From an optimization exercise on the open Yosys and OpenROAD flow, aimed at small area and a short achievable clock period; shortcuts taken in it are not production practice. Where RTL was checked, it was by simulation tests only, not by an equivalence proof against the original. No functional check of the RTL was part of runs 1 to 3. Power is estimated from default activity; no workload was simulated.

File: flow/run.sh
#!/bin/bash
# synth_recipe.tcl (not shown) runs the flow's synth.tcl, then flattens the netlist and writes it again
# the make line also repeats each setting of config.mk as NAME=value (left out here)
make -C /OpenROAD-flow-scripts/flow DESIGN_CONFIG=/design/flow/config.mk WORK_HOME=/design/flow/orfs CLKGATE_MAP_FILE= SYNTH_SCRIPT=/design/flow/synth_recipe.tcl finish
File: flow/constraint.sdc
create_clock -name core_clock -period 3.3 [get_ports {pclk}]
set_input_delay 0.6600 -clock core_clock [delete_from_list [all_inputs] [get_ports {pclk}]]
set_output_delay 0.6600 -clock core_clock [all_outputs]
set_load 0.01 [all_outputs]
File: flow/design.v
`default_nettype none
package axis_pkg;
   typedef logic [32-1:0]    axis_word_t;
   typedef logic [5-1:0] fifo_addr_t;
   typedef logic [5:0]   fifo_lvl_t;
endpackage
`default_nettype wire
`default_nettype none
package video_pkg;
   typedef logic [8-1:0]                pixel_t;
   typedef logic [10-1:0]                line_cnt_t;
   typedef logic [$clog2(4)-1:0] px_sel_t;
   typedef logic [4:0]                              vcnv_sts_t;
   typedef enum logic [3:0] {
      VOTM_IDLE,
      VOTM_FSTR,
      VOTM_FVBLK,
      VOTM_HSTR,
      VOTM_HACT,
      VOTM_HEND,
      VOTM_HBLK,
      VOTM_BVBLK,
      VOTM_FEND
   } votm_state_t;
endpackage
`default_nettype wire
`default_nettype none
module stream_fifo (
   input  logic                 pclk,
   input  logic                 prst_n,
   input  logic                 i_push,
   input  axis_pkg::axis_word_t i_wdata,
   output logic                 o_full,
   input  logic                 i_pop,
   output axis_pkg::axis_word_t o_rdata,
   output logic                 o_empty,
   output logic                 o_rdy_lvl
);
   localparam int DEPTH = 2**5;
   localparam int DW    = 32;
   logic [DEPTH*DW-1:0]  mem;
   localparam int WLO = 4;
   localparam int WHI = DEPTH / WLO;
   logic [WLO-1:0]       wsel_lo;
   logic [WHI-1:0]       wsel_hi;
   logic [DEPTH-1:0]     rsel;
   axis_pkg::fifo_lvl_t  lvl;
   axis_pkg::fifo_lvl_t  lvl_nxt;
   logic                 tready_q;
   logic                 empty_q;
   logic                 rdy_q;
   logic                 wr_en;
   logic                 rd_en;
   assign o_full    = ~tready_q;
   assign o_empty   = empty_q;
   assign o_rdy_lvl = rdy_q;
   assign wr_en = i_push & tready_q;
   assign rd_en = i_pop;
   always_ff @(posedge pclk) begin
      for (int i = 0; i < DEPTH; i++) begin
         if (wr_en && wsel_lo[i % WLO] && wsel_hi[i / WLO]) begin
            mem[i*DW +: DW] <= i_wdata;
         end
      end
   end
   always_comb begin
      o_rdata = '0;
      for (int i = 0; i < DEPTH; i++) begin
         o_rdata = o_rdata | ({DW{rsel[i]}} & mem[i*DW +: DW]);
      end
   end
   logic inc;
   logic dec;
   logic lvl_eq1;
   logic lvl_eq31;
   logic lvl_ge8;
   logic lvl_gt8;
   logic lvl_ge10;
   assign inc = wr_en & ~rd_en;
   assign dec = rd_en & ~wr_en;
   assign lvl_eq1  = (lvl == axis_pkg::fifo_lvl_t'(1));
   assign lvl_eq31 = (lvl == axis_pkg::fifo_lvl_t'(DEPTH-1));
   assign lvl_ge8  = (lvl >= axis_pkg::fifo_lvl_t'(8));
   assign lvl_gt8  = (lvl >  axis_pkg::fifo_lvl_t'(8));
   assign lvl_ge10 = (lvl >= axis_pkg::fifo_lvl_t'(8+2));
   axis_pkg::fifo_lvl_t lvl_up;
   axis_pkg::fifo_lvl_t lvl_dn;
   assign lvl_up  = lvl + 1'b1;
   assign lvl_dn  = lvl - 1'b1;
   assign lvl_nxt = ({($bits(lvl)){inc}} & lvl_up) |
                    ({($bits(lvl)){dec}} & lvl_dn) |
                    ({($bits(lvl)){~inc & ~dec}} & lvl);
   always_ff @(posedge pclk) begin
      if (!prst_n) begin
         wsel_lo  <= WLO'(1);
         wsel_hi  <= WHI'(1);
         rsel     <= DEPTH'(1);
         lvl      <= '0;
         tready_q <= 1'b1;
         empty_q  <= 1'b1;
         rdy_q    <= 1'b0;
      end else begin
         if (wr_en) begin
            wsel_lo <= {wsel_lo[WLO-2:0], wsel_lo[WLO-1]};
            if (wsel_lo[WLO-1]) begin
               wsel_hi <= {wsel_hi[WHI-2:0], wsel_hi[WHI-1]};
            end
         end
         if (rd_en) begin
            rsel <= {rsel[DEPTH-2:0], rsel[DEPTH-1]};
         end
         lvl      <= lvl_nxt;
         tready_q <= (inc & ~lvl_eq31) | dec | (~inc & ~dec & tready_q);
         empty_q  <= (dec & lvl_eq1) | (~inc & ~dec & empty_q);
         rdy_q    <= (inc & lvl_ge8) | (dec & lvl_ge10) | (~inc & ~dec & lvl_gt8);
      end
   end
endmodule
`default_nettype wire
`default_nettype none
module vin_tracker (
   input  logic pclk,
   input  logic prst_n,
   input  logic i_fstr,
   input  logic i_vstr,
   input  logic i_vend,
   input  logic i_fend,
   output logic o_fblk,
   output logic o_bblk,
   output logic o_sync,
   output logic o_bblk_nxt,
   output logic o_sync_nxt
);
   assign o_bblk_nxt = (o_bblk | i_vend) & ~i_fend;
   assign o_sync_nxt = (o_sync | i_fend) & ~i_fstr;
   always_ff @(posedge pclk) begin
      if (!prst_n) begin
         o_fblk <= 1'b0;
         o_bblk <= 1'b0;
         o_sync <= 1'b0;
      end else begin
         o_fblk <= (o_fblk | i_fstr) & ~i_vstr;
         o_bblk <= o_bblk_nxt;
         o_sync <= o_sync_nxt;
      end
   end
endmodule
`default_nettype wire
`default_nettype none
module vout_timing (
   input  logic                  pclk,
   input  logic                  prst_n,
   input  logic                  i_fstr,
   input  logic                  i_fend,
   input  logic                  i_vstr,
   input  logic                  i_vend,
   input  logic                  i_hstr,
   input  logic                  i_hend,
   input  logic                  i_fblk,
   input  logic                  i_bblk,
   input  logic                  i_sync,
   input  logic                  i_bblk_nxt,
   input  logic                  i_sync_nxt,
   input  logic                  i_pop_cyc_str,
   input  logic                  i_pop_cyc_q,
   input  logic                  i_fifo_empty,
   input  logic                  i_fifo_rdy_lvl,
   output logic                  o_pop_vld,
   output logic                  o_pop_str,
   output logic                  o_fstr,
   output logic                  o_fend,
   output logic                  o_vstr,
   output logic                  o_vend,
   output logic                  o_hstr,
   output logic                  o_hend,
   output logic                  o_href,
   output video_pkg::vcnv_sts_t  o_vcnv_sts
);
   logic s_idle, s_fstr, s_fvblk, s_hstr, s_hact, s_hend, s_hblk, s_bvblk, s_fend;
   logic n_idle, n_fstr, n_fvblk, n_hstr, n_hact, n_hend, n_hblk, n_bvblk, n_fend;
   logic [2-1:0] pop_str_q;
   logic [2-1:0] hend_q;
   logic                       pop2vo_sig;
   logic                       hacto_end;
   logic                       pop_vstr;
   logic                       pop_hstr;
   logic                       hend_pend;
   logic                       hend_line;
   logic                       pop_close;
   logic                       first_line;
   logic                       href_q;
   logic                       vend_q;
   logic                       fifo_rdy;
   logic                       sts_nordy;
   logic                       sts_empty;
   logic                       sts_udf;
   logic                       sts_noeof;
   logic                       hend_to_bblk;
   logic                       hend_to_fend;
   assign pop_vstr  = s_fvblk & i_fblk & i_vstr & fifo_rdy;
   assign pop_hstr  = i_hstr & ((s_fvblk & ~i_fblk) | s_hend | s_hblk);
   assign o_pop_str = pop_vstr | pop_hstr;
   assign hend_line = i_hend | hend_pend;
   assign pop_close = o_pop_vld & hend_line & i_pop_cyc_str;
   assign pop2vo_sig = pop_str_q[2-1];
   assign hacto_end  = hend_q[2-1];
   assign hend_to_bblk = i_bblk & ~i_fend;
   assign hend_to_fend = ~hend_to_bblk & (i_sync | i_fend);
   assign n_fstr  = (s_idle | s_fend) & i_fstr;
   assign n_idle  = (s_idle | s_fend) & ~i_fstr;
   assign n_fvblk = s_fstr | (s_fvblk & ~pop2vo_sig & ~i_fend);
   assign n_hstr  = (s_fvblk | s_hblk) & pop2vo_sig;
   assign n_hact  = s_hstr | (s_hact & ~hacto_end);
   assign n_hend  = s_hact & hacto_end;
   assign n_bvblk = (s_hend & hend_to_bblk) | (s_bvblk & ~i_fend);
   assign n_hblk  = (s_hend & ~hend_to_bblk & ~hend_to_fend) |
                    (s_hblk & ~pop2vo_sig & ~i_fend);
   assign n_fend  = ((s_fvblk | s_hblk) & ~pop2vo_sig & i_fend) |
                    (s_hend & hend_to_fend) | (s_bvblk & i_fend);
   assign o_fstr = s_fstr;
   assign o_fend = s_fend;
   assign o_hstr = s_hstr;
   assign o_hend = s_hend;
   assign o_href = href_q;
   assign o_vend = vend_q;
   assign o_vcnv_sts = {sts_noeof, sts_udf, sts_empty, sts_nordy, fifo_rdy};
   always_ff @(posedge pclk) begin
      if (!prst_n) begin
         s_idle     <= 1'b1;
         s_fstr     <= 1'b0;
         s_fvblk    <= 1'b0;
         s_hstr     <= 1'b0;
         s_hact     <= 1'b0;
         s_hend     <= 1'b0;
         s_hblk     <= 1'b0;
         s_bvblk    <= 1'b0;
         s_fend     <= 1'b0;
         href_q     <= 1'b0;
         vend_q     <= 1'b0;
         o_pop_vld  <= 1'b0;
         hend_pend  <= 1'b0;
         pop_str_q  <= '0;
         hend_q     <= '0;
         first_line <= 1'b1;
         o_vstr     <= 1'b0;
         fifo_rdy   <= 1'b0;
         sts_nordy  <= 1'b0;
         sts_empty  <= 1'b0;
         sts_udf    <= 1'b0;
         sts_noeof  <= 1'b0;
      end else begin
         s_idle     <= n_idle;
         s_fstr     <= n_fstr;
         s_fvblk    <= n_fvblk;
         s_hstr     <= n_hstr;
         s_hact     <= n_hact;
         s_hend     <= n_hend;
         s_hblk     <= n_hblk;
         s_bvblk    <= n_bvblk;
         s_fend     <= n_fend;
         href_q     <= n_hstr | n_hact | n_hend;
         vend_q     <= n_hend & (i_bblk_nxt | i_sync_nxt);
         o_pop_vld  <= (o_pop_str | o_pop_vld) & ~pop_close;
         hend_pend  <= o_pop_vld & hend_line & ~i_pop_cyc_str;
         pop_str_q  <= {pop_str_q[2-2:0], o_pop_str};
         hend_q     <= {hend_q[2-2:0], i_hend};
         if (s_fstr) begin
            first_line <= 1'b1;
         end else if (s_hstr) begin
            first_line <= 1'b0;
         end
         o_vstr     <= n_hstr & first_line;
         fifo_rdy   <= (fifo_rdy | i_fifo_rdy_lvl) & ~vend_q;
         sts_nordy  <= (sts_nordy | (i_hstr & ~fifo_rdy)) & ~i_fend;
         sts_empty  <= (sts_empty | (i_hstr & i_fifo_empty)) & ~i_fend;
         sts_udf    <= (sts_udf | (o_pop_vld & i_pop_cyc_q & i_fifo_empty)) & ~i_fend;
         sts_noeof  <= (sts_noeof | (i_fend & ~i_bblk)) & ~i_vend;
      end
   end
endmodule
`default_nettype wire
`default_nettype none
module pixel_unpack (
   input  logic              pclk,
   input  logic              prst_n,
   input  logic              i_pop_vld,
   input  logic              i_pop_str,
   output logic              o_pop,
   input  axis_pkg::axis_word_t i_rdata,
   input  logic              i_empty,
   output logic              o_pop_cyc_str,
   output logic              o_pop_cyc_q,
   output video_pkg::pixel_t o_pdat
);
   localparam int PW = 8;
   localparam int DW = 32;
   video_pkg::px_sel_t   px_cnt;
   video_pkg::px_sel_t   px_cnt_nxt;
   logic                 px0_q;
   axis_pkg::axis_word_t word_sr;
   always_comb begin
      px_cnt_nxt = px_cnt;
      if (i_pop_str) begin
         px_cnt_nxt = '0;
      end else if (i_pop_vld) begin
         px_cnt_nxt = px_cnt + 1'b1;
      end
   end
   assign o_pop_cyc_str = (px_cnt_nxt == '0);
   assign o_pop_cyc_q   = px0_q;
   assign o_pop = i_pop_vld & px0_q & ~i_empty;
   always_ff @(posedge pclk) begin
      if (!prst_n) begin
         px_cnt <= '0;
         px0_q  <= 1'b1;
      end else begin
         px_cnt <= px_cnt_nxt;
         px0_q  <= o_pop_cyc_str;
      end
   end
   always_ff @(posedge pclk) begin
      word_sr[DW-1:DW-PW] <= i_rdata[DW-1:DW-PW];
      if (px0_q) begin
         word_sr[DW-PW-1:0] <= i_rdata[DW-PW-1:0];
      end else begin
         word_sr[DW-PW-1:0] <= word_sr[DW-1:PW];
      end
      o_pdat <= word_sr[PW-1:0];
   end
endmodule
`default_nettype wire
`default_nettype none
module axi4s2v (
   input  logic                  pclk,
   input  logic                  prst_n,
   input  axis_pkg::axis_word_t  tdata,
   input  logic                  tvalid,
   input  logic                  tlast,
   output logic                  tready,
   output logic                  tuser,
   input  logic                  i_fstr,
   input  logic                  i_fend,
   input  logic                  i_vstr,
   input  logic                  i_vend,
   input  logic                  i_hstr,
   input  logic                  i_hend,
   input  logic                  i_href,
   output logic                  o_fstr,
   output logic                  o_fend,
   output logic                  o_vstr,
   output logic                  o_vend,
   output logic                  o_hstr,
   output logic                  o_hend,
   output logic                  o_href,
   output video_pkg::pixel_t     o_pdat,
   output video_pkg::vcnv_sts_t  o_vcnv_sts
);
   logic fifo_full;
   logic fifo_push;
   logic in_fblk;
   logic in_bblk;
   logic in_sync;
   logic in_bblk_nxt;
   logic in_sync_nxt;
   logic pop_vld;
   logic pop_str;
   logic pop_cyc_str;
   logic pop_cyc_q;
   logic                 fifo_pop;
   axis_pkg::axis_word_t fifo_rdata;
   logic                 fifo_empty;
   logic                 fifo_rdy_lvl;
   assign tready    = ~fifo_full;
   assign fifo_push = tvalid;
   assign tuser     = o_fstr;
   stream_fifo fifo (
      .pclk      (pclk),
      .prst_n    (prst_n),
      .i_push    (fifo_push),
      .i_wdata   (tdata),
      .o_full    (fifo_full),
      .i_pop     (fifo_pop),
      .o_rdata   (fifo_rdata),
      .o_empty   (fifo_empty),
      .o_rdy_lvl (fifo_rdy_lvl)
   );
   vin_tracker vin_trk (
      .pclk       (pclk),
      .prst_n     (prst_n),
      .i_fstr     (i_fstr),
      .i_vstr     (i_vstr),
      .i_vend     (i_vend),
      .i_fend     (i_fend),
      .o_fblk     (in_fblk),
      .o_bblk     (in_bblk),
      .o_sync     (in_sync),
      .o_bblk_nxt (in_bblk_nxt),
      .o_sync_nxt (in_sync_nxt)
   );
   vout_timing vout_tm (
      .pclk           (pclk),
      .prst_n         (prst_n),
      .i_fstr         (i_fstr),
      .i_fend         (i_fend),
      .i_vstr         (i_vstr),
      .i_vend         (i_vend),
      .i_hstr         (i_hstr),
      .i_hend         (i_hend),
      .i_fblk         (in_fblk),
      .i_bblk         (in_bblk),
      .i_sync         (in_sync),
      .i_bblk_nxt     (in_bblk_nxt),
      .i_sync_nxt     (in_sync_nxt),
      .i_pop_cyc_str  (pop_cyc_str),
      .i_pop_cyc_q    (pop_cyc_q),
      .i_fifo_empty   (fifo_empty),
      .i_fifo_rdy_lvl (fifo_rdy_lvl),
      .o_pop_vld      (pop_vld),
      .o_pop_str      (pop_str),
      .o_fstr         (o_fstr),
      .o_fend         (o_fend),
      .o_vstr         (o_vstr),
      .o_vend         (o_vend),
      .o_hstr         (o_hstr),
      .o_hend         (o_hend),
      .o_href         (o_href),
      .o_vcnv_sts     (o_vcnv_sts)
   );
   pixel_unpack unpack (
      .pclk          (pclk),
      .prst_n        (prst_n),
      .i_pop_vld     (pop_vld),
      .i_pop_str     (pop_str),
      .o_pop         (fifo_pop),
      .i_rdata       (fifo_rdata),
      .i_empty       (fifo_empty),
      .o_pop_cyc_str (pop_cyc_str),
      .o_pop_cyc_q   (pop_cyc_q),
      .o_pdat        (o_pdat)
   );
endmodule
`default_nettype wire
File: flow/config.mk
export PLATFORM = sky130hd
export DESIGN_NAME = axi4s2v
export DESIGN_NICKNAME = axi4s2v
export VERILOG_FILES = /design/flow/design.v
export SDC_FILE = /design/flow/constraint.sdc
export NUM_CORES = 4
export LEC_CHECK = 0
export ABC_CLOCK_PERIOD_IN_PS = 1500
export CAP_MARGIN = 20
export CORE_MARGIN = 2
export CORE_UTILIZATION = 40
export CTS_CLUSTER_DIAMETER = 120
export CTS_CLUSTER_SIZE = 30
export SETUP_SLACK_MARGIN = 1.5
export SLEW_MARGIN = 20
==> results by group, run 1 <==
CTS
  • Num Clock Sinks: 1147
  • Cts bufs inserted: 44
  • Root Buffer: clkbuf_16
  • Worst-path clk slew: 0.12 ns
  • Hold buffers post-CTS: 0
  • H-tree depth: 2
  • Clock latency on the worst-skew pair: 0.68 ns
  • Clock buffer depth: 3
  • CTS tree: done

Final layout
  • Seq. cell area: 0.03337 sq mm
  • Fillers: 8570
  • Final nets: 2645
  • Commonest non-fill, non-tap cell in the layout: edfxtp_1
  • Most frequent cells in the layout: 1024 x edfxtp_1, 452 x a22oi_1, 164 x buf_4, 153 x nand2_1, 105 x nand4_1
  • Fraction of layout cells with a size suffix above 1: 18.28%
  • Multi-input logic area: 0.006849 sq mm
  • Area grow syn2layout: 16.21%

Synth
  • Top-area cell type share of the netlist area: 75.08%
  • Post-synth EDFFs: 1024
  • Ys Warns: 4
  • Top cells by area, synth: edfxtp_1 75%, a22oi_1 8.4%, dfxtp_1 6.0%
  • Synthesized area: 0.04095 sq mm
  • Post-synthesis cell type count: 54
  • Asr flop ratio synth: 0%
  • Largest area contributor in the netlist: edfxtp_1
  • Post-Syn Area per Cell: 17.30 sq um
  • Yosys reg bits: 1147
  • Sequential area share after synthesis: 81.10%
  • Syn_nets: 2416
  • Main synth FF type: edfxtp_1
  • Gate count of the mapped netlist: 2367

Setup path
  • CP top delay family: flip-flops
  • Crit-path max FO: 8
  • Worst Path Required: 2.64 ns
  • Cells along the critical path: buf_6
  • Largest stage delay, worst path: 0.42 ns
  • CP endpoint kind: primary output
  • CP bufs+invs: 1
  • Worst path slowest cell: dfxtp_4
  • WS Path Type: reg -> out
  • Crit path DAT: 1.19 ns
  • CP Launch Type: flip-flop

Run
  • Maxcap violations: 0

Drt
  • TritonRoute pass-1 iters: 6
  • Iter 0 DRT Violations: 4629
  • Post-route DRC violation count: 0
  • DR vias/cell: 6.357
  • Routed WL per cell: 35.88 um
  • Routed via count: 25440
  • Final ANT Viol Nets: 0
  • Post-Route WL: 143600 um

GRT
  • Largest net degree at the start of global routing: 33
  • Met3 Use GR: 6.181%
  • Gr usage total: 26.88%
  • Overflow left after global routing: 0
  • Initial antenna violation count: 4
  • Met1 Resource Use GR: 35.06%
  • Grt met2 use: 42.59%
  • First-pass GRT wire length: 193700 um
  • Most Used Layer, Global Route: met2
  • Vias in the first global route: 24300

Placed design
  • Pre-CTS setup slack: 0.5336 ns
  • Count of buffers from port buffering: 62
  • GP Congestion: 0.8312
  • Final HPWL DP: 72110 um

STA
  • Final Hold Vio Count: 0
  • Slew HR: 27.24%
  • Final setup TNS: 0 ns
  • Worst hold slack: 0.3176 ns
  • Max Fclk: 540.7 MHz
  • Final slew viol count: 0
  • Clock Skew: 0.03228 ns
  • RSZ-0062 raised after global routing: yes
  • Post-layout min period: 1.849 ns
  • Slew @ Worst Pin: 1.088 ns
  • Setup violations, final: 0
  • Final worst-path cycle share: 56.04%
  • PnR worst setup slack: 1.451 ns

Power
  • Pwr dens: 495.0 mW/mm^2
  • Switch share: 20.55%
  • Int Pwr: 0.01872 W
  • Clock power frac: 29.5%
  • Flop pwr share: 67.7%
  • P_leak: 14.98 nW
  • Total power: 0.02356 W
  • Peak VDD IR: 0.5432 mV
  • Gate power share: 2.8%
  • Psw: 0.004841 W

Floorplan
  • Die ar.: 0.1050 sq mm
  • Die Span Y: 324.0 um
  • Starting Density: 40.31%
  • Io pins: 65
  • Row Count: 117
  • Core ar.: 0.1016 sq mm
  • Die Span X: 324.0 um

Status
  • Status: no timing/DRC/antenna violations

Min path
  • Worst Hold Class: reg -> reg
## registers in the layout, summed over array words and instances (netlist names), 2 cells and up
register,count
fifo.wsel_lo,4
fifo.lvl,6
fifo.wsel_hi,8
vout_tm.hend_q,2
unpack.word_sr,32
vout_tm.pop_str_q,2
unpack.o_pdat,8
unpack.px_cnt,2
fifo.rsel,32
fifo.mem,1024
## worst reg2reg max path, cell delays in order, from the launching register on
cell and delay, ns:
dfxtp_4 0.50, buf_12 0.27, a22oi_1 0.34, nand4_1 0.25, nor4_4 0.25, a21oi_1 0.12
## through the flow
step / area (sq um) / util (%) / cells
floorplan: 41110 / - / 2367
global placement: 43860 / 43.17 / 3757
detailed placement: 43860 / 43.17 / 3757
CTS: 47160 / 46.42 / 3970
global route: 47590 / 46.84 / 4000
finish: 47590 / 46.85 / 4002
## cell type report
type | count | area share, %
multi-input combinational | 1039 | 14.39
clock inverter | 4 | 0.1577
timing repair buffer | 344 | 8.910
clock buffer | 78 | 2.582
sequential | 1147 | 70.11
timing repair inverter | 1 | 0.01052
tap | 1368 | 3.596
inverter | 19 | 0.2313
antenna | 2 | 0.01052
## path summary, 6_finish.rpt
| kind | cells after the start | end | slack [ns] | start |
|---|---|---|---|---|
| worst max-delay path | 1 | tready | 1.45 | fifo.tready_q |
| worst min-delay path | 0 | unpack.o_pdat[0] | 0.32 | unpack.word_sr[0] |
| worst max register to register | 5 | unpack.word_sr[9] | 1.46 | fifo.rsel[24] |
| worst min register to register | 0 | unpack.o_pdat[0] | 0.32 | unpack.word_sr[0] |
## cells in the mapped netlist, drive strengths merged (3+ instances only)
cell	instances
dfxtp	123
edfxtp	1024
or4	8
clkbuf	64
a31oi	23
and2	29
inv	17
nand2	158
a211oi	3
ha	6
nand4	105
a22oi	464
nand2b	3
nand3	7
nor3	26
xnor2	3
a21oi	59
a222oi	24
nor2	65
and3	7
nor4	8
buf	100
o21ai	9
## power by group through the flow
stage | sequential, W | clock (W) | combinational, W
after global routing | 0.0160 | 0.00740 | 0.000703
after CTS | 0.0159 | 0.00697 | 0.000650
final | 0.0159 | 0.00695 | 0.000670
after global placement | 0.0163 | 0 | 0.000590
after floorplan | 0.0163 | 0 | 0.000210
after detailed placement | 0.0163 | 0 | 0.000606
## layer usage
metal / up-vias / wire, um
met5: - / 56
met4: 8 / 7988
met3: 373 / 18670
met2: 2027 / 66280
met1: 13040 / 50610
li1: 9989 / -
## repair_timing
action / CTS / global route
endpoints found under the setup margin: 873 / 591
pin swaps: 8 / 7
gates cloned: 12 / 1
resized for setup: 175 / 30
setup buffers: 119 / 29
## logic make-up (layout without fill, tap and decap cells)
family          after synthesis  count (layout)  share of synthesized area, %
flops                      1147            1147                         81.10
compound gates              596             596                         10.72
simple gates                430             432                         5.200
buf+inv                     183             446                         2.692
fa+ha+maj                     6               6                        0.1833
xor+xnor                      4               4                       0.08556
mux                           1               1                       0.02444
other cells                   0               2                             0
==> run 2, diff against run 1 <==
--- a/flow/config.mk
+++ b/flow/config.mk
@@ -10,6 +10,6 @@
 export CORE_MARGIN = 2
 export CORE_UTILIZATION = 40
-export CTS_CLUSTER_DIAMETER = 120
-export CTS_CLUSTER_SIZE = 30
+export CTS_CLUSTER_DIAMETER = 100
+export CTS_CLUSTER_SIZE = 25
 export SETUP_SLACK_MARGIN = 1.5
 export SLEW_MARGIN = 20
==> results by group, run 2 <==
Status
  • Status: no timing/DRC/antenna violations

Drt
  • Routed via count: 25640 (+0.80%)
  • Final ANT Viol Nets: 0 (unchanged)
  • DR vias/cell: 6.387 (+0.48%)
  • Post-route DRC violation count: 0 (unchanged)
  • Iter 0 DRT Violations: 4600 (-0.63%)
  • Routed WL per cell: 35.92 um (about the same)
  • Post-Route WL: 144200 um (+0.42%)
  • TritonRoute pass-1 iters: 9 (+3)

Synth
  • Top-count cell post-synth: edfxtp_1
  • Most frequent cells after synthesis: 1024 x edfxtp_1, 458 x a22oi_1, 158 x nand2_1
  • Post-synthesis compound-gate area fraction: 10.72% (unchanged)
  • Synthesized area: 0.04095 sq mm (unchanged)
  • Ys Warns: 4 (unchanged)
  • Main synth FF type: edfxtp_1
  • Post-Synth Simple-Gate Area: 5.200% (unchanged)
  • Multiplexer share of the synthesized area: 0.02444% (unchanged)
  • Top cells by area, synth: edfxtp_1 75%, a22oi_1 8.4%, dfxtp_1 6.0%
  • Yosys reg bits: 1147 (unchanged)
  • Top-area cell type share of the netlist area: 75.08% (unchanged)
  • Sequential area share after synthesis: 81.10% (unchanged)
  • Asr flop ratio synth: 0% (unchanged)
  • Adder-Cell Fraction of Synth Area: 0.1833% (unchanged)
  • Post-synthesis xor/xnor area fraction: 0.08555% (unchanged)
  • Largest area contributor in the netlist: edfxtp_1
  • Post-synthesis cell type count: 54 (unchanged)
  • Syn_nets: 2416 (unchanged)
  • Post-Syn Area per Cell: 17.30 sq um (unchanged)
  • Gate count of the mapped netlist: 2367 (unchanged)
  • Post-synth EDFFs: 1024 (unchanged)
  • Largest family of logic cells by synthesized area: compound AO/OA/AOI/OAI gates

Floorplan
  • Die Span X: 324.0 um (unchanged)
  • Starting Density: 40.31% (unchanged)
  • Row Count: 117 (unchanged)
  • Core ar.: 0.1016 sq mm (unchanged)
  • Die ar.: 0.1050 sq mm (unchanged)
  • Io pins: 65 (unchanged)
  • Die Span Y: 324.0 um (unchanged)

Final layout
  • Most frequent cells in the layout: 1024 x edfxtp_1, 453 x a22oi_1, 168 x buf_4, 153 x nand2_1, 105 x nand4_1
  • Max reg flops: 1024 (unchanged)
  • Final nets: 2650 (+0.19%)
  • Largest reg by FF count: fifo.mem
  • Fraction of layout cells with a size suffix above 1: 18.42% (+0.14 points)
  • Top Registers: fifo.mem (1024), fifo.rsel (32), unpack.word_sr (32)
  • Commonest non-fill, non-tap cell in the layout: edfxtp_1
  • Final Non-Filler Cells: 4015 (+0.32%)
  • Area grow syn2layout: 16.71%

Setup path
  • WS Path Type: reg -> out
  • Worst Path Required: 2.64 ns (about the same)
  • Largest stage delay, worst path: 0.40 ns (-0.02 ns)
  • CP Launch Type: flip-flop
  • Critical Path Source: fifo.tready_q
  • Cells along the critical path: buf_6
  • Crit-path max FO: 6 (-2)
  • Worst path slowest cell: dfxtp_4
  • Reg2reg path depth: 5 (unchanged)
  • CP bufs+invs: 1 (unchanged)
  • Critical path depth: 1 (unchanged)
  • CP top delay family: flip-flops
  • Worst r2r src: fifo.rsel[9]
  • CP endpoint kind: primary output
  • Crit path DAT: 1.18 ns (about the same)

GRT
  • Largest net degree at the start of global routing: 33 (unchanged)
  • Vias in the first global route: 24290 (-0.049%)
  • Gr usage total: 27.10% (+0.23 points)
  • Overflow left after global routing: 0 (unchanged)
  • First-pass GRT wire length: 194800 um (+0.61%)
  • Initial antenna violation count: 3 (-1)

Placed design
  • Count of buffers from port buffering: 62 (unchanged)
  • GP Congestion: 0.8312 (unchanged)
  • Final HPWL DP: 72110 um (unchanged)
  • Placed Instances: 3757 (unchanged)

STA
  • Final setup TNS: 0 ns (unchanged)
  • Final slew viol count: 0 (unchanged)
  • Slew @ Worst Pin: 1.114 ns (+0.02585 ns)
  • Post-layout min period: 1.837 ns (-0.01209 ns)
  • Slew HR: 25.51% (-1.7 points)
  • Clock Skew: 0.02398 ns (-0.008302 ns)
  • Setup violations, final: 0 (unchanged)
  • Final Hold Vio Count: 0 (unchanged)
  • RSZ-0062 raised after global routing: yes
  • Final worst-path cycle share: 55.68% (-0.37 points)
  • Max Fclk: 544.3 MHz (+0.66%)

CTS
  • Clock buffer depth: 3 (unchanged)
  • Root Buffer: clkbuf_16
  • CTS tree: done
  • Hold buffers post-CTS: 0 (unchanged)
  • Worst-path clk slew: 0.10 ns (-0.02 ns)
  • Clock latency on the worst-skew pair: 0.68 ns (about the same)
  • Cts bufs inserted: 52 (+18%)
  • H-tree depth: 2 (unchanged)
  • Num Clock Sinks: 1147 (unchanged)

Power
  • Pwr dens: 505.1 mW/mm^2 (+2.1%)
  • Peak VDD IR: 0.4008 mV (-26%)
  • P_leak: 15.08 nW (+0.63%)

Run
  • Maxcap violations: 0 (unchanged)

Min path
  • Hold Path Depth: 0 (unchanged)
  • Worst Hold Class: reg -> reg
  • HP Start: unpack.word_sr[3]
## run 2: worst register-to-register path, cell delays in order (launching register included)
cell and delay (ns):
dfxtp_4 0.61, buf_4 0.35, a22oi_1 0.16, nand4_1 0.16, nor2_1 0.09, a31oi_1 0.34
## run 2: cell families after synthesis
family	after synthesis
adder cells (fa/ha/maj)	6
AO/OA/AOI/OAI	596
XOR/XNOR	4
AND/OR/NAND/NOR	430
buffers and inverters	183
flip-flops	1147
multiplexers	1
## run 2: power by group
group | internal [W] | leakage, nW | switching, W
Sequential | 0.0159 | 10.3 | 0.0000621
Clock | 0.00306 | 0.726 | 0.00449
Combinational | 0.000208 | 4.09 | 0.000452
## run 2: cell type report
type                       count  area (sq um)
clock buffer                  91          1448
inverter                      19         110.1
sequential                  1147         33370
timing repair inverter         1         5.005
clock inverter                 6         81.33
timing repair buffer         341          4220
antenna                        3         7.507
fill                        8533         53800
tap                         1368          1712
multi-input combinational   1039          6843
## run 2: per-layer routing
layer  wire length, um  GRT usage, %  vias to the layer above  part of all wire (%)
met2             67250         43.17                     2040                    47
met3             18550         5.525                      339                    13
met1             51360         36.11                    13240                    36
met4              7016         11.91                        4                   4.9
li1                  -             -                    10020                     -
met5                19             0                        -                 0.013
## run 2: through the flow
stage                     area [sq um]  utilization (%)  worst slack (ns)  hold WS [ns]  power (W)
after floorplan                  41110                -             1.363        0.3096    0.01649
after global placement           43860            43.17            0.5129        0.3156    0.01688
after detailed placement         43860            43.17            0.5336        0.3135    0.01690
after CTS                        47370            46.63             1.236        0.3368    0.02411
after global routing             47790            47.04             1.435        0.3420    0.02466
final                            47790            47.04             1.463        0.3357    0.02414
## run 2: timing repair
action                     4_1_cts  5_1_grt
pin swaps                       10        1
gates cloned                    14        0
resized for setup              177       31
buffers inserted               115       29
setup endpoints to repair      835      480
## run 2: final timing paths
path / to / slack [ns]
min: unpack.o_pdat[3] / 0.34
max reg2reg: unpack.word_sr[16] / 1.48
min reg2reg: unpack.o_pdat[3] / 0.34
max: tready / 1.46
==> run 3, diff against run 2 <==
--- a/flow/config.mk
+++ b/flow/config.mk
@@ -9,5 +9,5 @@
 export CAP_MARGIN = 20
 export CORE_MARGIN = 2
-export CORE_UTILIZATION = 40
+export CORE_UTILIZATION = 65
 export CTS_CLUSTER_DIAMETER = 100
 export CTS_CLUSTER_SIZE = 25
==> results by group, run 3 <==
Final layout
  • Fin util: 73.93% (+27 points)
  • Fillers: 3803 (-55%)
  • Top Registers: fifo.mem (1024), fifo.rsel (32), unpack.word_sr (32)
  • Fraction of layout cells with a size suffix above 1: 17.74% (-0.68 points)
  • Commonest non-fill, non-tap cell in the layout: edfxtp_1
  • Area grow syn2layout: 13.25%
  • Max reg flops: 1024 (unchanged)
  • Post-route cell area: 0.04638 sq mm (-3.0%)
  • Final nets: 2631 (-0.72%)
  • Largest reg by FF count: fifo.mem
  • Most frequent cells in the layout: 1024 x edfxtp_1, 454 x a22oi_1, 171 x buf_4, 152 x nand2_1, 105 x nand4_1

Synth
  • Top-area cell type share of the netlist area: 75.08% (unchanged)
  • Largest area contributor in the netlist: edfxtp_1
  • Post-synth EDFFs: 1024 (unchanged)
  • Sequential area share after synthesis: 81.10% (unchanged)
  • Top cells by area, synth: edfxtp_1 75%, a22oi_1 8.4%, dfxtp_1 6.0%
  • Synthesized area: 0.04095 sq mm (unchanged)
  • Asr flop ratio synth: 0% (unchanged)
  • Post-Syn Area per Cell: 17.30 sq um (unchanged)
  • Most frequent cells after synthesis: 1024 x edfxtp_1, 458 x a22oi_1, 158 x nand2_1
  • Gate count of the mapped netlist: 2367 (unchanged)
  • Ys Warns: 4 (unchanged)
  • Yosys reg bits: 1147 (unchanged)
  • Top-count cell post-synth: edfxtp_1
  • Syn_nets: 2416 (unchanged)
  • Main synth FF type: edfxtp_1
  • Post-synthesis cell type count: 54 (unchanged)

STA
  • Final setup TNS: 0 ns (unchanged)
  • Final Hold Vio Count: 0 (unchanged)
  • Clock Skew: 0.03549 ns (+0.01151 ns)
  • Final worst-path cycle share: 56.97% (+1.3 points)
  • Slew HR: 23.94% (-1.6 points)
  • Setup violations, final: 0 (unchanged)
  • RSZ-0062 raised after global routing: yes
  • Final slew viol count: 0 (unchanged)
  • Max Fclk: 531.9 MHz (-2.3%)
  • Post-layout min period: 1.880 ns (+0.04262 ns)
  • Slew @ Worst Pin: 1.137 ns (+0.02347 ns)

GRT
  • Met1 Resource Use GR: 58.66% (+23 points)
  • Largest net degree at the start of global routing: 50 (+52%)
  • Most Used Layer, Global Route: met2
  • Vias in the first global route: 23730 (-2.3%)
  • First-pass GRT wire length: 184500 um (-5.3%)
  • Gr usage total: 42.24% (+15 points)
  • Grt met2 use: 63.05% (+20 points)
  • Overflow left after global routing: 0 (unchanged)
  • Met3 Use GR: 11.19% (+5.7 points)
  • Initial antenna violation count: 3 (unchanged)

Run
  • Maxcap violations: 0 (unchanged)

Setup path
  • Worst path slowest cell: dfxtp_4
  • Largest stage delay, worst path: 0.42 ns (+0.02 ns)
  • WS Path Type: reg -> out
  • CP endpoint kind: primary output
  • CP top delay family: flip-flops
  • Crit-path max FO: 8 (+2)
  • Worst Path Required: 2.64 ns (about the same)
  • Crit path DAT: 1.22 ns (+0.04 ns)
  • Cells along the critical path: clkbuf_2
  • CP bufs+invs: 1 (unchanged)
  • CP Launch Type: flip-flop

Placed design
  • Count of buffers from port buffering: 62 (unchanged)
  • GP Congestion: 0.8578 (+3.2%)
  • Dpl cell area: 0.04323 sq mm (-1.4%)
  • Final HPWL DP: 71080 um (-1.4%)

Drt
  • Final ANT Viol Nets: 0 (unchanged)
  • Post-Route WL: 136400 um (-5.4%)
  • Routed via count: 25560 (-0.34%)
  • TritonRoute pass-1 iters: 6 (-3)
  • Routed WL per cell: 39.28 um (+9.4%)
  • DR vias/cell: 7.361 (+15%)
  • Iter 0 DRT Violations: 4847 (+5.4%)
  • Post-route DRC violation count: 0 (unchanged)

CTS
  • CTS tree: done
  • Cts bufs inserted: 51 (-1.9%)
  • Clock buffer depth: 3 (unchanged)
  • Root Buffer: clkbuf_16
  • H-tree depth: 2 (unchanged)
  • Num Clock Sinks: 1147 (unchanged)
  • Clock latency on the worst-skew pair: 0.67 ns (about the same)
  • Worst-path clk slew: 0.10 ns (about the same)

Floorplan
  • Die ar.: 0.06503 sq mm (-38%)
  • Row Count: 92 (-21%)
  • Io pins: 65 (unchanged)
  • Core ar.: 0.06274 sq mm (-38%)
  • Die Span Y: 255.0 um (-21%)
  • Die Span X: 255.0 um (-21%)
  • Starting Density: 65.28% (+25 points)

Min path
  • Worst Hold Class: reg -> reg

Power
  • P_leak: 14.78 nW (-2.0%)
  • Peak VDD IR: 0.4804 mV (+20%)
  • Pwr dens: 515.1 mW/mm^2 (+2.0%)
  • Total power: 0.02389 W (-1.0%)

Status
  • Status: no timing/DRC/antenna violations
[run 3: layout make-up]
class                           instances  area, sq um  area share, %
Sequential cell                      1147        33350          71.91
Multi-Input combinational cell       1037         6829          14.72
Timing Repair Buffer                  325         3545          7.643
Clock buffer                           89         1440          3.105
Tap cell                              846         1059          2.282
Inverter                               19        106.4         0.2293
Clock inverter                          3        30.03        0.06475
Antenna cell                            5        12.51        0.02698
Timing Repair inverter                  1        5.005        0.01079
[run 3: report_power, final]
part | leakage, nW | internal [W] | switching (W)
registers | 10.3 | 0.0159 | 0.0000601
logic | 3.82 | 0.000194 | 0.000437
clock network | 0.700 | 0.00301 | 0.00432
[run 3: layer usage]
metal | up-vias | routed length (um)
li1 | 9968 | -
met3 | 367 | 21290
met4 | 2 | 8012
met5 | - | 10
met2 | 2290 | 61280
met1 | 12930 | 45790
[run 3: stage by stage]
stage	hold WS [ns]	cells	setup slack [ns]
3_5_place_dp	0.3132	3248	0.4787
2_1_floorplan	0.3096	2367	1.363
3_3_place_gp	0.3120	3248	0.4935
5_1_grt	0.3487	3467	1.385
6_report	0.3318	3472	1.420
4_1_cts	0.3341	3445	1.236
[run 3: final timing paths]
path                                   startpoint            endpoint  slack (ns)  depth (start not counted)
worst min-delay path            unpack.word_sr[0]    unpack.o_pdat[0]        0.33                          0
worst max-delay path                fifo.tready_q              tready        1.42                          1
worst max register to register       fifo.rsel[0]  unpack.word_sr[18]        1.45                          5
worst min register to register  unpack.word_sr[0]    unpack.o_pdat[0]        0.33                          0
[run 3: cell families (layout without fill, tap and decap cells)]
group | count (synthesis) | count (layout) | synth area share [%]
AO/OA/AOI/OAI | 596 | 596 | 10.72
other | 0 | 5 | 0
AND/OR/NAND/NOR | 430 | 430 | 5.200
buffers and inverters | 183 | 437 | 2.692
XOR/XNOR | 4 | 4 | 0.08556
flip-flops | 1147 | 1147 | 81.10
adder cells (fa/ha/maj) | 6 | 6 | 0.1833
multiplexers | 1 | 1 | 0.02444
[run 3: what timing repair did]
item / CTS / global route
pin swaps: 10 / 2
cloned: 1 / 1
gates resized for setup: 157 / 22
setup buffers: 104 / 21
hold buffers: 0 / 0
setup endpoints to repair: 720 / 282
==> run 4, diff against run 3 <==
--- a/flow/design.v
+++ b/flow/design.v
@@ -88,7 +88,7 @@
    assign lvl_up  = lvl + 1'b1;
    assign lvl_dn  = lvl - 1'b1;
-   assign lvl_nxt = ({($bits(lvl)){inc}} & lvl_up) |
-                    ({($bits(lvl)){dec}} & lvl_dn) |
-                    ({($bits(lvl)){~inc & ~dec}} & lvl);
+   assign lvl_nxt = ({(5+1){inc}} & lvl_up) |
+                    ({(5+1){dec}} & lvl_dn) |
+                    ({(5+1){~inc & ~dec}} & lvl);
    always_ff @(posedge pclk) begin
       if (!prst_n) begin
--- a/flow/config.mk
+++ b/flow/config.mk
@@ -6,8 +6,9 @@
 export NUM_CORES = 4
 export LEC_CHECK = 0
+export ABC_AREA = 1
 export ABC_CLOCK_PERIOD_IN_PS = 1500
 export CAP_MARGIN = 20
 export CORE_MARGIN = 2
-export CORE_UTILIZATION = 65
+export CORE_UTILIZATION = 40
 export CTS_CLUSTER_DIAMETER = 100
 export CTS_CLUSTER_SIZE = 25
==> results by group, run 4 <==
Status
  • Status: no timing/DRC/antenna violations

Drt
  • DR vias/cell: 5.184 (-30%)
  • Post-Route WL: 130100 um (-4.6%)
  • Routed via count: 26560 (+3.9%)
  • Post-route DRC violation count: 0 (unchanged)
  • Final ANT Viol Nets: 0 (unchanged)
  • Routed WL per cell: 25.41 um (-35%)
  • TritonRoute pass-1 iters: 5 (-1)
  • Iter 0 DRT Violations: 3606 (-26%)

Setup path
  • Largest stage delay, worst path: 0.39 ns (-0.03 ns)
  • Crit-path max FO: 3 (-5)
  • WS Path Type: reg -> out
  • CP Launch Type: flip-flop
  • Worst path slowest cell: dfxtp_4
  • CP endpoint kind: primary output
  • CP bufs+invs: 1 (unchanged)
  • Cells along the critical path: clkbuf_2
  • Crit path DAT: 1.20 ns (-0.02 ns)
  • CP top delay family: flip-flops
  • Worst Path Required: 2.64 ns (about the same)

GRT
  • Largest net degree at the start of global routing: 54 (+8.0%)
  • First-pass GRT wire length: 183100 um (-0.80%)
  • Vias in the first global route: 25260 (+6.5%)
  • Overflow left after global routing: 0 (unchanged)
  • Initial antenna violation count: 4 (+1)
  • Gr usage total: 23.08% (-19 points)

Synth
  • Most frequent cells after synthesis: 1527 x nand2_1, 1024 x edfxtp_1, 333 x nor2_1
  • Post-synthesis cell type count: 33 (-39%)
  • Asr flop ratio synth: 0% (unchanged)
  • Synthesized area: 0.04383 sq mm (+7.0%)
  • Main synth FF type: edfxtp_1
  • Syn_nets: 3609 (+49%)
  • Top cells by area, synth: edfxtp_1 70%, nand2_1 13%, dfxtp_1 5.6%
  • Sequential area share after synthesis: 75.78% (-5.3 points)
  • Yosys reg bits: 1147 (unchanged)
  • Post-Syn Area per Cell: 12.31 sq um (-29%)
  • Ys Warns: 4 (unchanged)
  • Top-area cell type share of the netlist area: 70.16% (-4.9 points)
  • Top-count cell post-synth: nand2_1
  • Post-synth EDFFs: 1024 (unchanged)
  • Gate count of the mapped netlist: 3560 (+50%)
  • Largest area contributor in the netlist: edfxtp_1

Placed design
  • GP Congestion: 0.8183 (-4.6%)
  • Pre-CTS setup slack: 0.5440 ns (+0.06530 ns)
  • Count of buffers from port buffering: 62 (unchanged)
  • Final HPWL DP: 72990 um (+2.7%)

Floorplan
  • Io pins: 65 (unchanged)
  • Starting Density: 40.32% (-25 points)
  • Row Count: 121 (+32%)
  • Die Span X: 335.0 um (+31%)
  • Die ar.: 0.1122 sq mm (+73%)
  • Die Span Y: 335.0 um (+31%)
  • Core ar.: 0.1087 sq mm (+73%)

STA
  • RSZ-0062 raised after global routing: yes
  • Clock Skew: 0.04423 ns (+0.008741 ns)
  • Worst hold slack: 0.3292 ns (-0.002612 ns)
  • Setup violations, final: 0 (unchanged)
  • Final setup TNS: 0 ns (unchanged)
  • Final slew viol count: 0 (unchanged)
  • Final Hold Vio Count: 0 (unchanged)
  • Slew HR: 29.08% (+5.1 points)
  • Final worst-path cycle share: 56.27% (-0.70 points)
  • PnR worst setup slack: 1.443 ns (+0.02296 ns)
  • Post-layout min period: 1.857 ns (-0.02296 ns)
  • Max Fclk: 538.5 MHz (+1.2%)
  • Slew @ Worst Pin: 1.060 ns (-0.07689 ns)

Power
  • Pwr dens: 511.6 mW/mm^2 (-0.69%)
  • Total power: 0.02475 W (+3.6%)
  • P_leak: 17.77 nW (+20%)
  • Peak VDD IR: 0.4117 mV (-14%)

CTS
  • Hold buffers post-CTS: 0 (unchanged)
  • Clock buffer depth: 3 (unchanged)
  • Cts bufs inserted: 52 (+2.0%)
  • H-tree depth: 2 (unchanged)
  • Root Buffer: clkbuf_16
  • Clock latency on the worst-skew pair: 0.68 ns (about the same)
  • Num Clock Sinks: 1147 (unchanged)
  • Worst-path clk slew: 0.10 ns (about the same)
  • CTS tree: done

Final layout
  • Fin util: 44.51% (-29 points)
  • Commonest non-fill, non-tap cell in the layout: nand2_1
  • Most frequent cells in the layout: 1524 x nand2_1, 1024 x edfxtp_1, 308 x nor2_1, 86 x buf_4, 84 x inv_1
  • Fillers: 9779 (+160%)
  • Final nets: 3715 (+41%)
  • Multi-input logic area: 0.009076 sq mm (+33%)
  • Area grow syn2layout: 10.40%
  • Fraction of layout cells with a size suffix above 1: 10.06% (-7.7 points)
  • Top Registers: fifo.mem (1024), fifo.rsel (32), unpack.word_sr (32)
  • Seq. cell area: 0.03333 sq mm (about the same)
  • Largest reg by FF count: fifo.mem
  • Max reg flops: 1024 (unchanged)

Min path
  • Worst Hold Class: reg -> reg

Run
  • Maxcap violations: 0 (unchanged)
## run 4: per-stage QoR
stage               cells  cell area (sq um)
CTS                  5119              48290
global placement     5014              46480
global route         5122              48380
detailed placement   5014              46480
floorplan            3560              44110
finish               5122              48380
## run 4: where the power goes
group | switching (W) | leakage (nW) | total, W | internal, W
clock network | 0.00447 | 0.743 | 0.00759 | 0.00312
logic | 0.000749 | 6.77 | 0.00108 | 0.000327
registers | 0.000137 | 10.3 | 0.0161 | 0.0159
## run 4: cell type report
cell class,instances,share of cell area (%)
clock buffers,89,3.021
repair buffers,207,4.678
well taps,1414,3.657
clock inverters,6,0.1965
multi-input cells,2165,18.76
diodes,1,0.005172
inverters,93,0.8017
flip-flops and latches,1147,68.88
## run 4: what timing repair did
action                                 in CTS  in global routing
gates cloned                                2                  0
endpoints found under the hold margin       0                  0
setup buffers                               8                  2
pin swaps                                   2                  1
setup endpoints to repair                 495                255
resized for setup                         154                 21
## run 4: cells by family (layout without fill, tap and decap cells)
kind of cell | count (synthesis) | after routing | share of synthesized area (%)
other | 0 | 1 | 0
buffers and inverters | 248 | 395 | 4.145
AO/OA/AOI/OAI | 85 | 85 | 1.102
XOR/XNOR | 3 | 3 | 0.05996
adder cells (fa/ha/maj) | 6 | 6 | 0.1713
flip-flops | 1147 | 1147 | 75.78
AND/OR/NAND/NOR | 2071 | 2071 | 18.74
## run 4: final timing paths
kind / start / endpoint / slack, ns / cells past startpoint
setup / recovery: fifo.tready_q / tready / 1.44 / 1
hold / removal: unpack.word_sr[5] / unpack.o_pdat[5] / 0.33 / 0
setup reg to reg: fifo.rsel[9] / unpack.word_sr[25] / 1.50 / 5
hold reg to reg: unpack.word_sr[5] / unpack.o_pdat[5] / 0.33 / 0
## run 4: routing by layer
metal / GRT usage [%] / vias up / part of all wire, %
met5: 0 / - / 0
met4: 7.471 / 0 / 3.4
met3: 4.059 / 215 / 9.3
met2: 38.07 / 1200 / 47
met1: 31.02 / 13030 / 40
li1: - / 12110 / -
## run 4: worst register-to-register path, cell delays in order (launching register included)
cell and delay [ns]:
dfxtp_2 0.55, buf_12 0.27, nand2_1 0.09, nand2_1 0.06, nor4_2 0.42, nand3_1 0.27
==> run 5, diff against run 4 <==
--- a/flow/config.mk
+++ b/flow/config.mk
@@ -6,5 +6,4 @@
 export NUM_CORES = 4
 export LEC_CHECK = 0
-export ABC_AREA = 1
 export ABC_CLOCK_PERIOD_IN_PS = 1500
 export CAP_MARGIN = 20
==> results by group, run 5 <==
Synth
  • Most frequent cells after synthesis: 1024 x edfxtp_1, 458 x a22oi_1, 158 x nand2_1
  • Sequential area share after synthesis: 81.10% (+5.3 points)
  • Top-count cell post-synth: edfxtp_1
  • Syn_nets: 2416 (-33%)
  • Top cells by area, synth: edfxtp_1 75%, a22oi_1 8.4%, dfxtp_1 6.0%
  • Largest area contributor in the netlist: edfxtp_1
  • Post-synth EDFFs: 1024 (unchanged)
  • Yosys reg bits: 1147 (unchanged)
  • Asr flop ratio synth: 0% (unchanged)
  • Post-synthesis cell type count: 54 (+64%)
  • Post-Syn Area per Cell: 17.30 sq um (+41%)
  • Top-area cell type share of the netlist area: 75.08% (+4.9 points)
  • Main synth FF type: edfxtp_1
  • Gate count of the mapped netlist: 2367 (-34%)
  • Ys Warns: 4 (unchanged)
  • Synthesized area: 0.04095 sq mm (-6.6%)

CTS
  • H-tree depth: 2 (unchanged)
  • CTS tree: done
  • Num Clock Sinks: 1147 (unchanged)
  • Clock latency on the worst-skew pair: 0.68 ns (about the same)
  • Clock buffer depth: 3 (unchanged)
  • Worst-path clk slew: 0.10 ns (about the same)
  • Root Buffer: clkbuf_16
  • Hold buffers post-CTS: 0 (unchanged)
  • Cts bufs inserted: 52 (unchanged)

STA
  • Post-layout min period: 1.837 ns (-0.01966 ns)
  • Worst hold slack: 0.3357 ns (+0.006488 ns)
  • Clock Skew: 0.02398 ns (-0.02025 ns)
  • Slew HR: 25.51% (-3.6 points)
  • PnR worst setup slack: 1.463 ns (+0.01966 ns)
  • Final slew viol count: 0 (unchanged)
  • Max Fclk: 544.3 MHz (+1.1%)
  • Final worst-path cycle share: 55.68% (-0.60 points)
  • Slew @ Worst Pin: 1.114 ns (+0.05342 ns)
  • Final setup TNS: 0 ns (unchanged)
  • Setup violations, final: 0 (unchanged)
  • Final Hold Vio Count: 0 (unchanged)
  • RSZ-0062 raised after global routing: yes

Floorplan
  • Die Span X: 324.0 um (-3.3%)
  • Starting Density: 40.31% (about the same)
  • Die Span Y: 324.0 um (-3.3%)
  • Die ar.: 0.1050 sq mm (-6.5%)
  • Core ar.: 0.1016 sq mm (-6.5%)
  • Row Count: 117 (-3.3%)
  • Io pins: 65 (unchanged)

Placed design
  • GP Congestion: 0.8312 (+1.6%)
  • Count of buffers from port buffering: 62 (unchanged)
  • Pre-CTS setup slack: 0.5336 ns (-0.01046 ns)
  • Final HPWL DP: 72110 um (-1.2%)

Setup path
  • Register-to-register setup slack: 1.48 ns (-0.02 ns)
  • Critical Path Source: fifo.tready_q
  • Crit-path max FO: 6 (+3)
  • WS Path Type: reg -> out
  • Critical path depth: 1 (unchanged)
  • CP top delay family: flip-flops
  • Worst r2r src: fifo.rsel[9]
  • Cells along the critical path: buf_6
  • CP endpoint kind: primary output
  • Reg2reg end: unpack.word_sr[16]
  • CP Capture Point: tready
  • Worst path slowest cell: dfxtp_4
  • Crit path DAT: 1.18 ns (-0.02 ns)
  • Reg2reg path depth: 5 (unchanged)
  • CP bufs+invs: 1 (unchanged)
  • Largest stage delay, worst path: 0.40 ns (about the same)
  • Worst Path Required: 2.64 ns (about the same)
  • CP Launch Type: flip-flop

Power
  • Total power: 0.02414 W (-2.5%)
  • Flop pwr share: 66.0% (+1.0 points)
  • Psw: 0.005001 W (-6.6%)
  • Switch share: 20.71% (-0.91 points)
  • Clock power frac: 31.2% (+0.5 points)
  • Int Pwr: 0.01914 W (-1.3%)
  • Gate power share: 2.7% (-1.6 points)
  • Pwr dens: 505.1 mW/mm^2 (-1.3%)
  • Peak VDD IR: 0.4008 mV (-2.6%)
  • P_leak: 15.08 nW (-15%)

Run
  • Maxcap violations: 0 (unchanged)

Final layout
  • Area grow syn2layout: 16.71%
  • Commonest non-fill, non-tap cell in the layout: edfxtp_1
  • Most frequent cells in the layout: 1024 x edfxtp_1, 453 x a22oi_1, 168 x buf_4, 153 x nand2_1, 105 x nand4_1
  • Max reg flops: 1024 (unchanged)
  • Top Registers: fifo.mem (1024), fifo.rsel (32), unpack.word_sr (32)
  • Fin util: 47.04% (+2.5 points)
  • Largest reg by FF count: fifo.mem
  • Fraction of layout cells with a size suffix above 1: 18.42% (+8.4 points)
  • Final nets: 2650 (-29%)

Drt
  • Post-Route WL: 144200 um (+11%)
  • Final ANT Viol Nets: 0 (unchanged)
  • DR vias/cell: 6.387 (+23%)
  • Post-route DRC violation count: 0 (unchanged)
  • TritonRoute pass-1 iters: 9 (+4)
  • Iter 0 DRT Violations: 4600 (+28%)
  • Routed via count: 25640 (-3.4%)
  • Routed WL per cell: 35.92 um (+41%)

GRT
  • Overflow left after global routing: 0 (unchanged)
  • Initial antenna violation count: 3 (-1)
  • Gr usage total: 27.10% (+4.0 points)
  • Largest net degree at the start of global routing: 33 (-39%)
  • First-pass GRT wire length: 194800 um (+6.4%)
  • Vias in the first global route: 24290 (-3.8%)

Min path
  • Worst Hold Class: reg -> reg

Status
  • Status: no timing/DRC/antenna violations
run 5: area by class of cell:
type                       count  area [sq um]
antenna                        3         7.507
clock buffer                  91          1448
clock inverter                 6         81.33
fill                        8533         53800
inverter                      19         110.1
multi-input combinational   1039          6843
sequential                  1147         33370
tap                         1368          1712
timing repair buffer         341          4220
timing repair inverter         1         5.005
run 5: metal layers:
| metal | track usage (%) | vias to the layer above | wire length, um |
|---|---|---|---|
| met4 | 11.91 | 4 | 7016 |
| li1 | - | 10020 | - |
| met5 | 0 | - | 19 |
| met1 | 36.11 | 13240 | 51360 |
| met3 | 5.525 | 339 | 18550 |
| met2 | 43.17 | 2040 | 67250 |
run 5: metrics by stage:
stage	instances	instance area, sq um
after floorplan	2367	41110
after global placement	3757	43860
after detailed placement	3757	43860
after CTS	3983	47370
after global routing	4013	47790
final	4015	47790
run 5: kinds of logic after synthesis:
kind of cell | share of synthesized area [%]
flops | 81.10
compound gates | 10.72
simple gates | 5.200
buf+inv | 2.692
fa+ha+maj | 0.1833
xor+xnor | 0.08556
mux | 0.02444
run 5: worst min path at each step:
| stage | start | end | slack (ns) | cells after the start |
|---|---|---|---|---|
| 2_1_floorplan | unpack.word_sr[0] | unpack.o_pdat[0] | 0.31 | 0 |
| 3_3_place_gp | unpack.word_sr[4] | unpack.o_pdat[4] | 0.32 | 0 |
| 3_5_place_dp | unpack.word_sr[3] | unpack.o_pdat[3] | 0.31 | 0 |
| 4_1_cts | unpack.word_sr[3] | unpack.o_pdat[3] | 0.34 | 0 |
| 5_1_grt | unpack.word_sr[6] | unpack.o_pdat[6] | 0.34 | 0 |
| 6_report | unpack.word_sr[3] | unpack.o_pdat[3] | 0.34 | 0 |
run 5: power by group through the flow:
| stage | clock, W | combinational, W | sequential, W |
|---|---|---|---|
| floorplan | 0 | 0.000210 | 0.0163 |
| global placement | 0 | 0.000590 | 0.0163 |
| detailed placement | 0 | 0.000606 | 0.0163 |
| CTS | 0.00754 | 0.000637 | 0.0159 |
| global route | 0.00802 | 0.000692 | 0.0160 |
| finish | 0.00754 | 0.000659 | 0.0159 |
run 5: worst reg2reg max path: stages, from the launching register on:
cell	delay, ns
dfxtp_4	0.61
buf_4	0.35
a22oi_1	0.16
nand4_1	0.16
nor2_1	0.09
a31oi_1	0.34
run 5: what timing repair did:
action,CTS,global route
pin swaps,10,1
setup buffers,115,29
cloned,14,0
endpoints found under the hold margin,0,0
endpoints found under the setup margin,835,480
gates resized for setup,177,31
==> run 6, diff against run 5 <==
--- a/flow/config.mk
+++ b/flow/config.mk
@@ -12,4 +12,4 @@
 export CTS_CLUSTER_DIAMETER = 100
 export CTS_CLUSTER_SIZE = 25
-export SETUP_SLACK_MARGIN = 1.5
+export SETUP_SLACK_MARGIN = 1.4
 export SLEW_MARGIN = 20
==> results by group, run 6 <==
Floorplan
  • Core ar.: 0.1016 sq mm (unchanged)
  • Die Span X: 324.0 um (unchanged)
  • Io pins: 65 (unchanged)
  • Die Span Y: 324.0 um (unchanged)
  • Row Count: 117 (unchanged)
  • Die ar.: 0.1050 sq mm (unchanged)
  • Starting Density: 40.31% (unchanged)

Synth
  • Most frequent cells after synthesis: 1024 x edfxtp_1, 458 x a22oi_1, 158 x nand2_1
  • Top cells by area, synth: edfxtp_1 75%, a22oi_1 8.4%, dfxtp_1 6.0%
  • Asr flop ratio synth: 0% (unchanged)
  • Syn_nets: 2416 (unchanged)
  • Largest area contributor in the netlist: edfxtp_1
  • Gate count of the mapped netlist: 2367 (unchanged)
  • Post-synthesis cell type count: 54 (unchanged)
  • Yosys reg bits: 1147 (unchanged)
  • Synthesized area: 0.04095 sq mm (unchanged)
  • Post-Syn Area per Cell: 17.30 sq um (unchanged)
  • Main synth FF type: edfxtp_1
  • Ys Warns: 4 (unchanged)
  • Top-area cell type share of the netlist area: 75.08% (unchanged)
  • Sequential area share after synthesis: 81.10% (unchanged)
  • Post-synth EDFFs: 1024 (unchanged)
  • Top-count cell post-synth: edfxtp_1

Drt
  • Iter 0 DRT Violations: 3969 (-14%)
  • Post-Route WL: 132300 um (-8.3%)
  • Routed WL per cell: 34.11 um (-5.0%)
  • TritonRoute pass-1 iters: 6 (-3)
  • Routed via count: 24410 (-4.8%)
  • Post-route DRC violation count: 0 (unchanged)
  • DR vias/cell: 6.293 (-1.5%)
  • Final ANT Viol Nets: 0 (unchanged)

Power
  • Peak VDD IR: 0.4597 mV (+15%)
  • Total power: 0.02393 W (-0.88%)
  • Pwr dens: 523.1 mW/mm^2 (+3.6%)
  • P_leak: 14.03 nW (-6.9%)

Setup path
  • Crit path DAT: 2.54 ns (+1.36 ns)
  • WS Path Type: reg -> reg
  • Crit-path max FO: 23 (+17)
  • CP top delay family: flip-flops
  • Largest stage delay, worst path: 0.68 ns (+0.28 ns)
  • Worst path slowest cell: dfxtp_2
  • CP endpoint kind: flip-flop
  • CP bufs+invs: 1 (unchanged)
  • Worst Path Required: 3.85 ns (+1.21 ns)
  • Cells along the critical path: buf_8 -> a22oi_1 -> nand4_1 -> nor4_4 -> a21oi_1
  • CP Launch Type: flip-flop

Min path
  • Worst Hold Class: reg -> reg

CTS
  • Clock buffer depth: 3 (unchanged)
  • H-tree depth: 2 (unchanged)
  • Cts bufs inserted: 51 (-1.9%)
  • Num Clock Sinks: 1147 (unchanged)
  • CTS tree: done
  • Worst-path clk slew: 0.10 ns (about the same)
  • Hold buffers post-CTS: 0 (unchanged)
  • Root Buffer: clkbuf_16
  • Clock latency on the worst-skew pair: 0.67 ns (about the same)

STA
  • Slew @ Worst Pin: 1.126 ns (+0.01197 ns)
  • Slew HR: 24.71% (-0.80 points)
  • Final Hold Vio Count: 0 (unchanged)
  • Max Fclk: 501.1 MHz (-7.9%)
  • Setup violations, final: 0 (unchanged)
  • Clock Skew: 0.02951 ns (+0.005528 ns)
  • Final setup TNS: 0 ns (unchanged)
  • Post-layout min period: 1.995 ns (+0.1582 ns)
  • RSZ-0062 raised after global routing: yes
  • Worst hold slack: 0.3339 ns (-0.001815 ns)
  • Final worst-path cycle share: 60.47% (+4.8 points)
  • Final slew viol count: 0 (unchanged)

Final layout
  • Final nets: 2517 (-5.0%)
  • Top Registers: fifo.mem (1024), fifo.rsel (32), unpack.word_sr (32)
  • Most frequent cells in the layout: 1024 x edfxtp_1, 456 x a22oi_1, 156 x nand2_1, 105 x nand4_1, 92 x buf_4
  • Largest reg by FF count: fifo.mem
  • Multi-input logic area: 0.006782 sq mm (-0.90%)
  • Seq. cell area: 0.03335 sq mm (about the same)
  • Fraction of layout cells with a size suffix above 1: 13.55% (-4.9 points)
  • Area grow syn2layout: 11.70%
  • Fillers: 8820 (+3.4%)
  • Commonest non-fill, non-tap cell in the layout: edfxtp_1
  • Max reg flops: 1024 (unchanged)
  • Fin util: 45.03% (-2.0 points)

Placed design
  • GP Congestion: 0.8028 (-3.4%)
  • Final HPWL DP: 69480 um (-3.6%)
  • Count of buffers from port buffering: 62 (unchanged)

Status
  • Status: no timing/DRC/antenna violations

GRT
  • Vias in the first global route: 23170 (-4.6%)
  • Initial antenna violation count: 4 (+1)
  • Gr usage total: 24.66% (-2.4 points)
  • Overflow left after global routing: 0 (unchanged)
  • First-pass GRT wire length: 180300 um (-7.5%)
  • Largest net degree at the start of global routing: 53 (+61%)

Run
  • Maxcap violations: 0 (unchanged)
[run 6: cell type report]
| type | instances | area share, % |
|---|---|---|
| Sequential cell | 1147 | 72.91 |
| Multi-Input combinational cell | 1037 | 14.82 |
| Timing Repair Buffer | 211 | 5.057 |
| Tap cell | 1368 | 3.742 |
| Clock buffer | 92 | 3.126 |
| Inverter | 19 | 0.2434 |
| Clock inverter | 3 | 0.07385 |
| Timing Repair inverter | 1 | 0.01915 |
| Antenna cell | 1 | 0.005470 |
[run 6: worst paths after layout]
check / start / endpoint / slack (ns) / cells after the start
setup / recovery: fifo.rsel[16] / unpack.word_sr[19] / 1.30 / 5
hold / removal: unpack.word_sr[7] / unpack.o_pdat[7] / 0.33 / 0
setup reg to reg: fifo.rsel[16] / unpack.word_sr[19] / 1.30 / 5
hold reg to reg: unpack.word_sr[7] / unpack.o_pdat[7] / 0.33 / 0
[run 6: what timing repair did]
action,in CTS,in global routing
endpoints found under the hold margin,0,0
cloned,1,0
gates resized for setup,133,31
buffers inserted,18,13
endpoints found under the setup margin,337,261
pin swaps,1,2
[run 6: cell families (layout without fill, tap and decap cells)]
kind of cell / after synthesis / count (layout) / share of synthesized area (%)
buffers and inverters: 183 / 326 / 2.692
AO/OA/AOI/OAI: 596 / 596 / 10.72
adder cells (fa/ha/maj): 6 / 6 / 0.1833
AND/OR/NAND/NOR: 430 / 430 / 5.200
flip-flops: 1147 / 1147 / 81.10
XOR/XNOR: 4 / 4 / 0.08556
other: 0 / 1 / 0
multiplexers: 1 / 1 / 0.02444
[run 6: where the power goes]
| part | switching [W] | leakage (nW) | internal [W] |
|---|---|---|---|
| combinational | 0.000431 | 3.08 | 0.000184 |
| sequential | 0.0000627 | 10.3 | 0.0159 |
| clock | 0.00438 | 0.695 | 0.00298 |
[run 6: worst register-to-register path, stage by stage, from the launching register on]
cell	delay [ns]
dfxtp_2	0.68
buf_8	0.39
a22oi_1	0.17
nand4_1	0.24
nor4_4	0.09
a21oi_1	0.32
[run 6: per-stage QoR]
stage	area, sq um	worst slack (ns)	cells
after floorplan	41050	1.367	2367
after global placement	43750	0.5448	3751
after global routing	45740	1.296	3878
after detailed placement	43750	0.5156	3751
final	45740	1.305	3879
after CTS	45550	1.355	3865
[run 6: routing by layer]
| metal | global-route usage [%] | up-vias | share of wire [%] | wire length [um] |
|---|---|---|---|---|
| li1 | - | 9736 | - | - |
| met1 | 33.54 | 12730 | 38 | 50160 |
| met2 | 40.30 | 1643 | 47 | 62480 |
| met3 | 4.445 | 292 | 11 | 14610 |
| met4 | 7.932 | 6 | 3.8 | 5017 |
| met5 | 0 | - | 0.027 | 36 |

[port drivers added, routing unchanged]
How much do the figures lean on ideal ports? The routed layouts below were timed once more, with nothing changed but the port constraints. Step 1, drivers: a clkbuf_16 drives pclk and a buf_2 each remaining input, both assumed. Step 2 times the ports against the registers' clock, not the clock port: input delays grow and output delays shrink by t, the midpoint of the rising clock arrivals with the driver on. Slacks: ideal / step 1 / step 2; pairs: ideal / step 1.
run	t, ns	slack for setup (ns)	hold slack, ns
run 1	0.731	1.451 / 1.381 / 0.916	0.318 / 0.318 / 0.318
run 2	0.741	1.463 / 1.391 / 0.897	0.336 / 0.336 / 0.336
run 3	0.724	1.420 / 1.350 / 0.681	0.332 / 0.332 / 0.332
run 4	0.728	1.443 / 1.375 / 0.984	0.329 / 0.329 / 0.329
run 5	0.741	1.463 / 1.391 / 0.897	0.336 / 0.336 / 0.336
run 6	0.726	1.305 / 1.305 / 0.728	0.334 / 0.334 / 0.334
After both steps every run listed still meets setup and hold. For run 3, which loses most, drivers alone change the setup slack by -0.070 ns; drivers and shift together by -0.739 ns.
